This design comes from an exercise in tuning for small area, a short achievable clock period and few clock cycles per item on the open sky130 flow, not from production work. RTL that was checked went through simulation tests only; none was proved equivalent to the original. Power is estimated from default activity; no workload was simulated.

==> willow: inputs <==
## dsp_slice_top
module dsp_slice_top (
    input  logic                 w_CLK,
    input  logic                 RSTALLCARRYIN,
    input  logic                 wb_cyc,
    input  logic                 wb_stb,
    input  logic [103:0]         wb_op,
    output logic                 wb_ack,
    output logic                 res_valid,
    output logic [52:0]          res,
    input  logic                 res_ready
);
export LEC_CHECK = 0
export CAP_MARGIN = 20
export CORE_MARGIN = 2
export CORE_UTILIZATION = 40
export SETUP_SLACK_MARGIN = 2.5
export SLEW_MARGIN = 20
export SYNTH_HIERARCHICAL = 1
export SYNTH_MINIMUM_KEEP_SIZE = 0
create_clock -name core_clock -period 7.5 [get_ports {w_CLK}]
standard.sh (not shown) runs the stock make flow with config.mk's settings and CLKGATE_MAP_FILE= SYNTH_SCRIPT=/design/flow/synth_recipe.tcl, a recipe that flattens the netlist after the stock synthesis.
==> flow/flow/run.sh <==
#!/bin/bash
# The standard layout (standard.sh: the ORFS flow and synthesis), with
# the port buffers made of plain buffers instead of ORFS's default pick.
set -euo pipefail
export BUFFER_PORTS_ARGS="-buffer_cell sky130_fd_sc_hd__buf_2"
bash standard.sh > standard.log 2>&1
==> pepper: changes against willow <==
CORE_UTILIZATION = 50   (was 40)
==> comparison <==
In sequential cell count, willow and pepper do not differ.
Combinational power is about the same in pepper and willow.
Power is about the same in willow and pepper.
In pepper the clock skew is higher than in willow, by 0.0077 ns.
In willow the clock-buffer cell count is higher than in pepper, by 4.
Between willow and pepper, the lower first-iteration DRC count is in willow (gap about 10%, measured against pepper).
In willow the worst setup slack is higher than in pepper, by 0.0082 ns.
Between willow and pepper, the lower wire length is in pepper (gap about 4.4%, measured against pepper).
In synthesized area, pepper and willow do not differ.
Sequential power is about the same in willow and pepper.
No run of this note included a check of the RTL's function; only the layout flow was run.

* * *

==> job 5103: inputs <==
dsp_slice_top, a different RTL version from the one above (not shown whole).
// dsp_slice_top
module dsp_slice_top (
    input  logic                 w_CLK,
    input  logic                 RSTALLCARRYIN,
    input  logic                 wb_cyc,
    input  logic                 wb_stb,
    input  logic [103:0]         wb_op,
    output logic                 wb_ack,
    output logic                 res_valid,
    output logic [52:0]          res,
    input  logic                 res_ready
);
    logic [29:0] a;
    logic [17:0] b;
    logic [47:0] c;
    logic [1:0]  x_sel, y_sel, z_sel;
    logic        sub, cin;
    assign a     = wb_op[103:74];
    assign b     = wb_op[73:56];
    assign c     = wb_op[55:8];
    assign x_sel = wb_op[7:6];
    assign y_sel = wb_op[5:4];
    assign z_sel = wb_op[3:2];
    assign sub   = wb_op[1];
    assign cin   = wb_op[0];
    logic [26:0] am;
    assign am = a[26:0];
    logic x_mult, x_ab, x_p, y_c, y_ones, z_p, z_c, z_sh;
    assign x_mult = (x_sel == 2'd1);
    assign x_p    = (x_sel == 2'd2);
    assign x_ab   = (x_sel == 2'd3);
    assign y_c    = (y_sel == 2'd1);
    assign y_ones = (y_sel == 2'd2);
    assign z_p    = (z_sel == 2'd1);
    assign z_c    = (z_sel == 2'd2);
    assign z_sh   = (z_sel == 2'd3);
    logic neg_m, x_neg, k0, k48;
    assign neg_m = x_mult & (|am) & (|b) & (am[26] ^ b[17]);
    assign x_neg = sub & (x_ab | x_p);
    assign k0    = cin ^ sub;
    assign k48   = sub ? ~(neg_m | x_neg) : neg_m;
    logic xp_neg, abh_neg;
    assign xp_neg  = sub & x_p;
  ...
clock: 7.5 ns
lec_check: 0
cap_margin: 20
core_margin: 2
core_utilization: 50
setup_slack_margin: 2.7
slew_margin: 20
synth_hierarchical: 1
synth_minimum_keep_size: 0
Scripts as last shown in full above: flow/flow/run.sh
==> job 1582 (differences from job 5103) <==
- SETUP_SLACK_MARGIN: 2.7 -> 2.5
==> notes <==
Between job 5103 and job 1582, the lower worst setup slack is in job 1582 (gap 180 ps).
Between job 5103 and job 1582, the lower combinational power is in job 1582 (gap 7.9%, measured against job 1582).
In job 5103 the register-to-register slack is higher than in job 1582, by 140 ps.
In job 1582 the utilization is lower than in job 5103, by 1.2 points.
In job 1582 the clock power is larger than in job 5103, by about 7%.
Cell count is about the same in job 1582 and job 5103.
Clock skew: job 5103 is lower than job 1582 (1.1 ps).
In job 1582 the global-route usage is lower than in job 5103, by 0.72 points.
Of job 5103 and job 1582, job 5103 has the higher routed wire length (gap about 4%, measured against job 1582).
Against job 1582, the via count of job 5103 is higher by 1.7%.
No run of this note included a check of the RTL's function; only the layout flow was run.

* * *

==> inputs of job 7369 <==
Another version of the RTL of dsp_slice_top (not shown whole).
==> flow/design.v (excerpt) <==
module dsp_slice_top (
    input  logic                 w_CLK,
    input  logic                 RSTALLCARRYIN,
    input  logic                 wb_cyc,
    input  logic                 wb_stb,
    input  logic [103:0]         wb_op,
    output logic                 wb_ack,
    output logic                 res_valid,
    output logic [52:0]          res,
    input  logic                 res_ready
);
    logic [29:0] a;
    logic [17:0] b;
    logic [47:0] c;
    logic [1:0]  x_sel, y_sel, z_sel;
    logic        sub, cin;
    assign a     = wb_op[103:74];
    assign b     = wb_op[73:56];
    assign c     = wb_op[55:8];
    assign x_sel = wb_op[7:6];
    assign y_sel = wb_op[5:4];
    assign z_sel = wb_op[3:2];
    assign sub   = wb_op[1];
    assign cin   = wb_op[0];
    logic [26:0] am;
    assign am = a[26:0];
    logic x_mult, x_ab, x_p, y_c, y_ones, z_p, z_c, z_sh;
    assign x_mult = (x_sel == 2'd1);
    assign x_p    = (x_sel == 2'd2);
    assign x_ab   = (x_sel == 2'd3);
    assign y_c    = (y_sel == 2'd1);
    assign y_ones = (y_sel == 2'd2);
    assign z_p    = (z_sel == 2'd1);
    assign z_c    = (z_sel == 2'd2);
    assign z_sh   = (z_sel == 2'd3);
    logic neg_m, x_neg, k0, k48;
    assign neg_m = x_mult & (|am) & (|b) & (am[26] ^ b[17]);
    assign x_neg = sub & (x_ab | x_p);
    assign k0    = cin ^ sub;
    assign k48   = sub ? ~(neg_m | x_neg) : neg_m;
    logic [47:0] xab, yrow, zrow;
    assign xab  = {48{x_ab}} & ({a, b} ^ {48{sub}});
    assign yrow = ({48{y_c}} & c | {48{y_ones}}) ^ {48{sub}};
    assign zrow = {48{z_c}} & c;
    logic s1_valid, s1_adv, s1_free, accept;
    assign s1_adv  = s1_valid & (~res_valid | res_ready);
    assign s1_free = ~s1_valid | ~res_valid | res_ready;
    assign accept  = wb_cyc & wb_stb & s1_free;
    assign wb_ack  = accept;
    always_ff @(posedge w_CLK) begin
        if (RSTALLCARRYIN) begin
            s1_valid <= 1'b0;
        end else if (s1_free) begin
            s1_valid <= accept;
        end
    end
    logic bo0;
    logic bt0;
    logic bn0;
    logic pp1;
    logic pm2;
    logic pp3;
    logic pm4;
    logic pp5;
    logic pp6;
    logic pp7;
    logic pp8;
    logic pp9;
    logic pp10;
    logic pp11;
    logic pp12;
    logic pp13;
    logic pp14;
  ...
==> flow/config.mk <==
export PLATFORM = sky130hd
export DESIGN_NAME = dsp_slice_top
export DESIGN_NICKNAME = dsp_slice_top
export VERILOG_FILES = /design/flow/design.v
export SDC_FILE = /design/flow/constraint.sdc
export NUM_CORES = 4
export LEC_CHECK = 0
export CAP_MARGIN = 20
export CORE_MARGIN = 2
export CORE_UTILIZATION = 40
export SETUP_SLACK_MARGIN = 2.0
export SLEW_MARGIN = 20
export SYNTH_HIERARCHICAL = 1
export SYNTH_MINIMUM_KEEP_SIZE = 0
==> flow/constraint.sdc <==
create_clock -name core_clock -period 7.5 [get_ports {w_CLK}]
set_input_delay 1.5000 -clock core_clock [delete_from_list [all_inputs] [get_ports {w_CLK}]]
set_output_delay 1.5000 -clock core_clock [all_outputs]
set_load 0.01 [all_outputs]
Scripts as last shown in full above: flow/flow/run.sh
==> job 9128 (differences from job 7369) <==
--- a/flow/design.v
+++ b/flow/design.v
@@ -66,16 +66,42 @@
     input  logic a,
     input  logic b,
     output logic s,
     output logic co
 );
     assign s  = a ^ b;
     assign co = a & b;
 endmodule
+module dsp_benc (
+    input  logic [1:0] x_sel,
+    input  logic       sub,
+    input  logic       b1,
+    input  logic       b0,
+    input  logic       bm,
+    output logic       one,
+    output logic       two,
+    output logic       neg
+);
+    logic x_mult;
+    assign x_mult = (x_sel == 2'd1);
+    assign one = x_mult & (b0 ^ bm);
+    assign two = x_mult & ((b1 & ~b0 & ~bm) | (~b1 & b0 & bm));
+    assign neg = x_mult & (b1 ^ sub);
+endmodule
+module dsp_xg (
+    input  logic [1:0] x_sel,
+    input  logic       sub,
+    input  logic [7:0] ab,
+    output logic [7:0] x
+);
+    logic x_ab;
+    assign x_ab = (x_sel == 2'd3);
+    assign x = {8{x_ab}} & (ab ^ {8{sub}});
+endmodule
 `default_nettype wire
 `timescale 1ns/1ps
 `default_nettype none
 module dsp_slice_top (
     input  logic                 w_CLK,
     input  logic                 RSTALLCARRYIN,
     input  logic                 wb_cyc,
     input  logic                 wb_stb,
@@ -109,18 +135,21 @@
     assign z_p    = (z_sel == 2'd1);
     assign z_c    = (z_sel == 2'd2);
     assign z_sh   = (z_sel == 2'd3);
     logic neg_m, x_neg, k0, k48;
     assign neg_m = x_mult & (|am) & (|b) & (am[26] ^ b[17]);
     assign x_neg = sub & (x_ab | x_p);
     assign k0    = cin ^ sub;
     assign k48   = sub ? ~(neg_m | x_neg) : neg_m;
-    logic [47:0] xab, yrow, zrow;
-    assign xab  = {48{x_ab}} & ({a, b} ^ {48{sub}});
+    logic [47:0] ab, xab, yrow, zrow;
+    assign ab = {a, b};
+    for (genvar g = 0; g < 6; g++) begin : g_x
+        dsp_xg u_xg (.x_sel(x_sel), .sub(sub), .ab(ab[8*g +: 8]), .x(xab[8*g +: 8]));
+    end
     assign yrow = ({48{y_c}} & c | {48{y_ones}}) ^ {48{sub}};
     assign zrow = {48{z_c}} & c;
     logic s1_valid, s1_adv, s1_free, accept;
     assign s1_adv  = s1_valid & (~res_valid | res_ready);
     assign s1_free = ~s1_valid | ~res_valid | res_ready;
     assign accept  = wb_cyc & wb_stb & s1_free;
     assign wb_ack  = accept;
     always_ff @(posedge w_CLK) begin
@@ -871,19 +900,17 @@
     logic c712;
     logic s713;
     logic c714;
     logic s715;
     logic c716;
     logic s717;
     logic c718;
     logic s719;
-    assign bo0 = x_mult & (b[0] ^ 1'b0);
-    assign bt0 = x_mult & ((b[1] & ~b[0] & ~1'b0) | (~b[1] & b[0] & 1'b0));
-    assign bn0 = x_mult & (b[1] ^ sub);
+    dsp_benc u_be0 (.x_sel(x_sel), .sub(sub), .b1(b[1]), .b0(b[0]), .bm(1'b0), .one(bo0), .two(bt0), .neg(bn0));
     assign pp1 = (bo0 & am[0]) ^ bn0;
     assign pm2 = pp1 | xab[0];
     assign pp3 = ((bo0 & am[1]) | (bt0 & am[0])) ^ bn0;
     assign pm4 = pp3 | xab[1];
     assign pp5 = ((bo0 & am[2]) | (bt0 & am[1])) ^ bn0;
     assign pp6 = ((bo0 & am[3]) | (bt0 & am[2])) ^ bn0;
     assign pp7 = ((bo0 & am[4]) | (bt0 & am[3])) ^ bn0;
     assign pp8 = ((bo0 & am[5]) | (bt0 & am[4])) ^ bn0;
@@ -905,19 +932,17 @@
     assign pp24 = ((bo0 & am[21]) | (bt0 & am[20])) ^ bn0;
     assign pp25 = ((bo0 & am[22]) | (bt0 & am[21])) ^ bn0;
     assign pp26 = ((bo0 & am[23]) | (bt0 & am[22])) ^ bn0;
     assign pp27 = ((bo0 & am[24]) | (bt0 & am[23])) ^ bn0;
     assign pp28 = ((bo0 & am[25]) | (bt0 & am[24])) ^ bn0;
     assign pp29 = ((bo0 & am[26]) | (bt0 & am[25])) ^ bn0;
     assign pp30 = ((bo0 & am[26]) | (bt0 & am[26])) ^ bn0;
     assign ps31 = ~pp30;
-    assign bo1 = x_mult & (b[2] ^ b[1]);
-    assign bt1 = x_mult & ((b[3] & ~b[2] & ~b[1]) | (~b[3] & b[2] & b[1]));
-    assign bn1 = x_mult & (b[3] ^ sub);
+    dsp_benc u_be1 (.x_sel(x_sel), .sub(sub), .b1(b[3]), .b0(b[2]), .bm(b[1]), .one(bo1), .two(bt1), .neg(bn1));
     assign pp32 = (bo1 & am[0]) ^ bn1;
     assign pm33 = pp32 | xab[2];
     assign pp34 = ((bo1 & am[1]) | (bt1 & am[0])) ^ bn1;
     assign pm35 = pp34 | xab[3];
     assign pp36 = ((bo1 & am[2]) | (bt1 & am[1])) ^ bn1;
     assign pp37 = ((bo1 & am[3]) | (bt1 & am[2])) ^ bn1;
     assign pp38 = ((bo1 & am[4]) | (bt1 & am[3])) ^ bn1;
     assign pp39 = ((bo1 & am[5]) | (bt1 & am[4])) ^ bn1;
@@ -939,19 +964,17 @@
     assign pp55 = ((bo1 & am[21]) | (bt1 & am[20])) ^ bn1;
     assign pp56 = ((bo1 & am[22]) | (bt1 & am[21])) ^ bn1;
     assign pp57 = ((bo1 & am[23]) | (bt1 & am[22])) ^ bn1;
     assign pp58 = ((bo1 & am[24]) | (bt1 & am[23])) ^ bn1;
     assign pp59 = ((bo1 & am[25]) | (bt1 & am[24])) ^ bn1;
     assign pp60 = ((bo1 & am[26]) | (bt1 & am[25])) ^ bn1;
     assign pp61 = ((bo1 & am[26]) | (bt1 & am[26])) ^ bn1;
     assign ps62 = ~pp61;
-    assign bo2 = x_mult & (b[4] ^ b[3]);
-    assign bt2 = x_mult & ((b[5] & ~b[4] & ~b[3]) | (~b[5] & b[4] & b[3]));
-    assign bn2 = x_mult & (b[5] ^ sub);
+    dsp_benc u_be2 (.x_sel(x_sel), .sub(sub), .b1(b[5]), .b0(b[4]), .bm(b[3]), .one(bo2), .two(bt2), .neg(bn2));
     assign pp63 = (bo2 & am[0]) ^ bn2;
     assign pm64 = pp63 | xab[4];
     assign pp65 = ((bo2 & am[1]) | (bt2 & am[0])) ^ bn2;
     assign pm66 = pp65 | xab[5];
     assign pp67 = ((bo2 & am[2]) | (bt2 & am[1])) ^ bn2;
     assign pp68 = ((bo2 & am[3]) | (bt2 & am[2])) ^ bn2;
     assign pp69 = ((bo2 & am[4]) | (bt2 & am[3])) ^ bn2;
     assign pp70 = ((bo2 & am[5]) | (bt2 & am[4])) ^ bn2;
@@ -973,19 +996,17 @@
     assign pp86 = ((bo2 & am[21]) | (bt2 & am[20])) ^ bn2;
     assign pp87 = ((bo2 & am[22]) | (bt2 & am[21])) ^ bn2;
     assign pp88 = ((bo2 & am[23]) | (bt2 & am[22])) ^ bn2;
     assign pp89 = ((bo2 & am[24]) | (bt2 & am[23])) ^ bn2;
     assign pp90 = ((bo2 & am[25]) | (bt2 & am[24])) ^ bn2;
     assign pp91 = ((bo2 & am[26]) | (bt2 & am[25])) ^ bn2;
     assign pp92 = ((bo2 & am[26]) | (bt2 & am[26])) ^ bn2;
     assign ps93 = ~pp92;
-    assign bo3 = x_mult & (b[6] ^ b[5]);
-    assign bt3 = x_mult & ((b[7] & ~b[6] & ~b[5]) | (~b[7] & b[6] & b[5]));
-    assign bn3 = x_mult & (b[7] ^ sub);
+    dsp_benc u_be3 (.x_sel(x_sel), .sub(sub), .b1(b[7]), .b0(b[6]), .bm(b[5]), .one(bo3), .two(bt3), .neg(bn3));
     assign pp94 = (bo3 & am[0]) ^ bn3;
     assign pm95 = pp94 | xab[6];
     assign pp96 = ((bo3 & am[1]) | (bt3 & am[0])) ^ bn3;
     assign pm97 = pp96 | xab[7];
     assign pp98 = ((bo3 & am[2]) | (bt3 & am[1])) ^ bn3;
     assign pp99 = ((bo3 & am[3]) | (bt3 & am[2])) ^ bn3;
     assign pp100 = ((bo3 & am[4]) | (bt3 & am[3])) ^ bn3;
     assign pp101 = ((bo3 & am[5]) | (bt3 & am[4])) ^ bn3;
@@ -1007,19 +1028,17 @@
     assign pp117 = ((bo3 & am[21]) | (bt3 & am[20])) ^ bn3;
     assign pp118 = ((bo3 & am[22]) | (bt3 & am[21])) ^ bn3;
     assign pp119 = ((bo3 & am[23]) | (bt3 & am[22])) ^ bn3;
     assign pp120 = ((bo3 & am[24]) | (bt3 & am[23])) ^ bn3;
     assign pp121 = ((bo3 & am[25]) | (bt3 & am[24])) ^ bn3;
     assign pp122 = ((bo3 & am[26]) | (bt3 & am[25])) ^ bn3;
     assign pp123 = ((bo3 & am[26]) | (bt3 & am[26])) ^ bn3;
     assign ps124 = ~pp123;
-    assign bo4 = x_mult & (b[8] ^ b[7]);
-    assign bt4 = x_mult & ((b[9] & ~b[8] & ~b[7]) | (~b[9] & b[8] & b[7]));
-    assign bn4 = x_mult & (b[9] ^ sub);
+    dsp_benc u_be4 (.x_sel(x_sel), .sub(sub), .b1(b[9]), .b0(b[8]), .bm(b[7]), .one(bo4), .two(bt4), .neg(bn4));
     assign pp125 = (bo4 & am[0]) ^ bn4;
     assign pm126 = pp125 | xab[8];
     assign pp127 = ((bo4 & am[1]) | (bt4 & am[0])) ^ bn4;
     assign pm128 = pp127 | xab[9];
     assign pp129 = ((bo4 & am[2]) | (bt4 & am[1])) ^ bn4;
     assign pp130 = ((bo4 & am[3]) | (bt4 & am[2])) ^ bn4;
     assign pp131 = ((bo4 & am[4]) | (bt4 & am[3])) ^ bn4;
     assign pp132 = ((bo4 & am[5]) | (bt4 & am[4])) ^ bn4;
@@ -1041,19 +1060,17 @@
     assign pp148 = ((bo4 & am[21]) | (bt4 & am[20])) ^ bn4;
     assign pp149 = ((bo4 & am[22]) | (bt4 & am[21])) ^ bn4;
     assign pp150 = ((bo4 & am[23]) | (bt4 & am[22])) ^ bn4;
     assign pp151 = ((bo4 & am[24]) | (bt4 & am[23])) ^ bn4;
     assign pp152 = ((bo4 & am[25]) | (bt4 & am[24])) ^ bn4;
     assign pp153 = ((bo4 & am[26]) | (bt4 & am[25])) ^ bn4;
     assign pp154 = ((bo4 & am[26]) | (bt4 & am[26])) ^ bn4;
     assign ps155 = ~pp154;
-    assign bo5 = x_mult & (b[10] ^ b[9]);
-    assign bt5 = x_mult & ((b[11] & ~b[10] & ~b[9]) | (~b[11] & b[10] & b[9]));
-    assign bn5 = x_mult & (b[11] ^ sub);
+    dsp_benc u_be5 (.x_sel(x_sel), .sub(sub), .b1(b[11]), .b0(b[10]), .bm(b[9]), .one(bo5), .two(bt5), .neg(bn5));
     assign pp156 = (bo5 & am[0]) ^ bn5;
     assign pm157 = pp156 | xab[10];
     assign pp158 = ((bo5 & am[1]) | (bt5 & am[0])) ^ bn5;
     assign pm159 = pp158 | xab[11];
     assign pp160 = ((bo5 & am[2]) | (bt5 & am[1])) ^ bn5;
     assign pp161 = ((bo5 & am[3]) | (bt5 & am[2])) ^ bn5;
     assign pp162 = ((bo5 & am[4]) | (bt5 & am[3])) ^ bn5;
     assign pp163 = ((bo5 & am[5]) | (bt5 & am[4])) ^ bn5;
@@ -1075,19 +1092,17 @@
     assign pp179 = ((bo5 & am[21]) | (bt5 & am[20])) ^ bn5;
     assign pp180 = ((bo5 & am[22]) | (bt5 & am[21])) ^ bn5;
     assign pp181 = ((bo5 & am[23]) | (bt5 & am[22])) ^ bn5;
     assign pp182 = ((bo5 & am[24]) | (bt5 & am[23])) ^ bn5;
     assign pp183 = ((bo5 & am[25]) | (bt5 & am[24])) ^ bn5;
     assign pp184 = ((bo5 & am[26]) | (bt5 & am[25])) ^ bn5;
     assign pp185 = ((bo5 & am[26]) | (bt5 & am[26])) ^ bn5;
     assign ps186 = ~pp185;
-    assign bo6 = x_mult & (b[12] ^ b[11]);
-    assign bt6 = x_mult & ((b[13] & ~b[12] & ~b[11]) | (~b[13] & b[12] & b[11]));
-    assign bn6 = x_mult & (b[13] ^ sub);
+    dsp_benc u_be6 (.x_sel(x_sel), .sub(sub), .b1(b[13]), .b0(b[12]), .bm(b[11]), .one(bo6), .two(bt6), .neg(bn6));
     assign pp187 = (bo6 & am[0]) ^ bn6;
     assign pm188 = pp187 | xab[12];
     assign pp189 = ((bo6 & am[1]) | (bt6 & am[0])) ^ bn6;
     assign pm190 = pp189 | xab[13];
     assign pp191 = ((bo6 & am[2]) | (bt6 & am[1])) ^ bn6;
     assign pp192 = ((bo6 & am[3]) | (bt6 & am[2])) ^ bn6;
     assign pp193 = ((bo6 & am[4]) | (bt6 & am[3])) ^ bn6;
     assign pp194 = ((bo6 & am[5]) | (bt6 & am[4])) ^ bn6;
@@ -1109,19 +1124,17 @@
     assign pp210 = ((bo6 & am[21]) | (bt6 & am[20])) ^ bn6;
     assign pp211 = ((bo6 & am[22]) | (bt6 & am[21])) ^ bn6;
     assign pp212 = ((bo6 & am[23]) | (bt6 & am[22])) ^ bn6;
     assign pp213 = ((bo6 & am[24]) | (bt6 & am[23])) ^ bn6;
     assign pp214 = ((bo6 & am[25]) | (bt6 & am[24])) ^ bn6;
     assign pp215 = ((bo6 & am[26]) | (bt6 & am[25])) ^ bn6;
     assign pp216 = ((bo6 & am[26]) | (bt6 & am[26])) ^ bn6;
     assign ps217 = ~pp216;
-    assign bo7 = x_mult & (b[14] ^ b[13]);
-    assign bt7 = x_mult & ((b[15] & ~b[14] & ~b[13]) | (~b[15] & b[14] & b[13]));
-    assign bn7 = x_mult & (b[15] ^ sub);
+    dsp_benc u_be7 (.x_sel(x_sel), .sub(sub), .b1(b[15]), .b0(b[14]), .bm(b[13]), .one(bo7), .two(bt7), .neg(bn7));
     assign pp218 = (bo7 & am[0]) ^ bn7;
     assign pm219 = pp218 | xab[14];
     assign pp220 = ((bo7 & am[1]) | (bt7 & am[0])) ^ bn7;
     assign pm221 = pp220 | xab[15];
     assign pp222 = ((bo7 & am[2]) | (bt7 & am[1])) ^ bn7;
     assign pp223 = ((bo7 & am[3]) | (bt7 & am[2])) ^ bn7;
     assign pp224 = ((bo7 & am[4]) | (bt7 & am[3])) ^ bn7;
     assign pp225 = ((bo7 & am[5]) | (bt7 & am[4])) ^ bn7;
@@ -1143,19 +1156,17 @@
     assign pp241 = ((bo7 & am[21]) | (bt7 & am[20])) ^ bn7;
     assign pp242 = ((bo7 & am[22]) | (bt7 & am[21])) ^ bn7;
     assign pp243 = ((bo7 & am[23]) | (bt7 & am[22])) ^ bn7;
     assign pp244 = ((bo7 & am[24]) | (bt7 & am[23])) ^ bn7;
     assign pp245 = ((bo7 & am[25]) | (bt7 & am[24])) ^ bn7;
     assign pp246 = ((bo7 & am[26]) | (bt7 & am[25])) ^ bn7;
     assign pp247 = ((bo7 & am[26]) | (bt7 & am[26])) ^ bn7;
     assign ps248 = ~pp247;
-    assign bo8 = x_mult & (b[16] ^ b[15]);
-    assign bt8 = x_mult & ((b[17] & ~b[16] & ~b[15]) | (~b[17] & b[16] & b[15]));
-    assign bn8 = x_mult & (b[17] ^ sub);
+    dsp_benc u_be8 (.x_sel(x_sel), .sub(sub), .b1(b[17]), .b0(b[16]), .bm(b[15]), .one(bo8), .two(bt8), .neg(bn8));
     assign pp249 = (bo8 & am[0]) ^ bn8;
     assign pm250 = pp249 | xab[16];
     assign pp251 = ((bo8 & am[1]) | (bt8 & am[0])) ^ bn8;
     assign pm252 = pp251 | xab[17];
     assign pp253 = ((bo8 & am[2]) | (bt8 & am[1])) ^ bn8;
     assign pm254 = pp253 | xab[18];
     assign pp255 = ((bo8 & am[3]) | (bt8 & am[2])) ^ bn8;
     assign pm256 = pp255 | xab[19];
@@ -1538,20 +1549,17 @@
             q_yc  <= y_c;
             q_yo  <= y_ones;
             q_zc  <= z_c;
             q_n8  <= bn8;
             q_c   <= c;
         end
     end
     logic [47:0] p_q, p_sh, xprow, zprow;
-    logic        pd_q, pbd_q, p_clr;
-    assign p_q   = res[52:5];
-    assign pd_q  = res[3];
-    assign pbd_q = res[2];
+    logic        co_q, pdp_q, pbdp_q, p_clr;
     assign p_sh  = {{17{p_q[47]}}, p_q[47:17]};
     logic [47:0] yprow;
     assign xprow = {48{q_xp & ~p_clr}} & (p_q ^ {48{q_sub}}) | {48{q_xp & p_clr & q_sub}} | {31'd0, q_n8, 16'd0};
     assign yprow = ({48{q_yc}} & q_c | {48{q_yo}}) ^ {48{q_sub}};
     assign zprow = {48{q_zc}} & q_c | {48{q_zp & ~p_clr}} & p_q | {48{q_zsh & ~p_clr}} & p_sh;
     logic s720;
     logic c721;
     logic s722;
@@ -1992,36 +2000,34 @@
     dsp_fa u_s1006 (.a(s812), .b(c907), .ci(s908), .s(s1006), .co(c1007));
     dsp_fa u_s1008 (.a(s814), .b(c909), .ci(s910), .s(s1008), .co(c1009));
     dsp_fa u_s1010 (.a(s912), .b(c815), .ci(c911), .s(s1010), .co(c1011));
     dsp_fa u_s1012 (.a(q0[49]), .b(q1[49]), .ci(c913), .s(s1012), .co(c1013));
     logic [49:0] u0, u1, t;
     assign u0 = {s1012, s1010, c1007, c1005, c1003, c1001, c999, c997, c995, c993, c991, c989, c987, c985, c983, c981, c979, c977, c975, c973, c971, c969, c967, c965, c963, c961, c959, c957, c955, c953, c951, c949, c947, c945, c943, c941, c939, c937, c935, c933, c931, c929, c927, c925, c923, c921, c919, c917, c915, s816};
     assign u1 = {c1011, c1009, s1008, s1006, s1004, s1002, s1000, s998, s996, s994, s992, s990, s988, s986, s984, s982, s980, s978, s976, s974, s972, s970, s968, s966, s964, s962, s960, s958, s956, s954, s952, s950, s948, s946, s944, s942, s940, s938, s936, s934, s932, s930, s928, s926, s924, s922, s920, s918, s916, s914};
     assign t  = u0 + u1;
-    logic [47:0] p_new;
-    logic        co_new, pd_new, pbd_new, nodet;
-    assign p_new   = t[47:0];
-    assign co_new  = q_sub ? ~t[49] : t[48];
-    assign pd_new  = ~p_new[47] & ~p_new[46];
-    assign pbd_new = p_new[47] & p_new[46];
-    assign nodet   = ~pd_new & ~pbd_new;
     always_ff @(posedge w_CLK) begin
         if (RSTALLCARRYIN) begin
             res_valid <= 1'b0;
             p_clr     <= 1'b1;
-            res[3:2]  <= 2'b00;
         end else if (s1_adv) begin
             res_valid <= 1'b1;
             p_clr     <= 1'b0;
-            res[3:2]  <= {pd_new, pbd_new};
         end else if (res_ready) begin
             res_valid <= 1'b0;
         end
     end
     always_ff @(posedge w_CLK) begin
         if (s1_adv) begin
-            res[52:4] <= {p_new, co_new};
-            res[1:0]  <= {pd_q & nodet, pbd_q & nodet};
+            p_q    <= t[47:0];
+            co_q   <= q_sub ? ~t[49] : t[48];
+            pdp_q  <= ~p_clr & ~p_q[47] & ~p_q[46];
+            pbdp_q <= ~p_clr & p_q[47] & p_q[46];
         end
     end
+    logic pd, pbd, nodet;
+    assign pd    = ~p_q[47] & ~p_q[46];
+    assign pbd   = p_q[47] & p_q[46];
+    assign nodet = p_q[47] ^ p_q[46];
+    assign res   = {p_q, co_q, pd, pbd, pdp_q & nodet, pbdp_q & nodet};
 endmodule
 `default_nettype wire
==> summary of the runs <==
Sequential power is about the same in job 9128 and job 7369. Against job 9128, the area after synthesis of job 7369 is smaller by about 0.44%. In job 7369 the register-to-register slack is better than in job 9128, by 0.05 ns. Fmax: job 9128 is lower than job 7369 (0.95%). Of job 7369 and job 9128, job 7369 has the higher critical path depth (gap 1). In job 7369 the final area is higher than in job 9128, by 0.42%. Of job 9128 and job 7369, job 7369 has the higher total power (gap 7.3%, measured against job 7369). Between job 9128 and job 7369, the lower via count is in job 9128 (gap 1.3%, measured against job 7369). Die area: job 7369 is smaller than job 9128 (about 0.43%).
==> figures <==
Fraction of area in multi-input gates: job 7369 63.9%; job 9128 64.7%
WL met1: job 7369 34800 um; job 9128 35300 um
Clock insertion delay at the later pin of the skew report: job 7369 0.57 ns; job 9128 0.54 ns
Result of the run: job 7369 complete, no violations; job 9128 complete, no violations
Detailed-route wire length: job 7369 84400 um; job 9128 78700 um
Total area of sequential cells: job 7369 6320 sq um; job 9128 6280 sq um
Vias in the first global route: job 7369 19300; job 9128 18400
Relative max-transition margin: job 7369 32.9%; job 9128 22.6%
Total setup buffers inserted after CTS: job 7369 9; job 9128 1
Clock Skew: job 7369 0.0152 ns; job 9128 0.0128 ns
Initial DRT Pass Iterations: job 7369 6; job 9128 10
Crit path DAT: job 7369 5.63 ns; job 9128 5.65 ns
Proportion of power drawn by flip-flops and latches: job 7369 19.9%; job 9128 21.4%
Part of the cycle the worst path needs: job 7369 70.9%; job 9128 71.6%
Fraction of cell area in non-clock buffers: job 7369 4.85%; job 9128 4.88%
DRC marker count from the first detailed-route iteration: job 7369 2396; job 9128 2117
Count of non-CTS buffers in the layout: job 7369 221; job 9128 222
Complex-gate fraction of the synthesized area: job 7369 16.2%; job 9128 18.0%
Filler-free cell count of the finished design: job 7369 3088; job 9128 3099
Testbench counts of job 7369, summed over its fixed seeds: cycles 18,888, items 16,000.
For job 9128, only the layout was checked, not whether the RTL still works.

what the ideal ports hide:
In the flow no input, the clock included, has a driving cell. The finished layouts below were timed again as built, in two steps. Step 1, drivers: a clkbuf_16 drives w_CLK and a buf_2 each remaining input, both assumed. Step 2 times the ports against the registers' clock, not the clock port: input delays grow and output delays shrink by t, the midpoint of the rising clock arrivals with the driver on. a / b / c = no drivers / after step 1 / after step 2; a / b = the first two.
| run | t (ns) | setup WS [ns] | worst setup path at the end | worst register clock-pin slew, ns | worst slew at a driven data input, ns |
|---|---|---|---|---|---|
| willow | 0.583 | 2.415 / 2.415 / 2.032 | input to register | 0.07 / 0.07 | 0.05 |
| pepper | 0.599 | 2.407 / 2.407 / 2.042 | input to register | 0.07 / 0.07 | 0.12 |
| job 5103 | 0.579 | 2.760 / 2.760 / 2.212 | input to register | 0.08 / 0.08 | 0.08 |
| job 1582 | 0.579 | 2.584 / 2.616 / 2.039 | input to register | 0.07 / 0.07 | 0.06 |
| job 7369 | 0.615 | 2.183 / 2.183 / 1.587 | input to register | 0.07 / 0.07 | 0.11 |
| job 9128 | 0.587 | 2.132 / 2.132 / 1.569 | input to register | 0.07 / 0.07 | 0.05 |
After both steps setup and hold are still met in every run listed. The setup slack of job 7369, which loses most, moves by 0.000 ns with the drivers and by -0.596 ns with both steps.
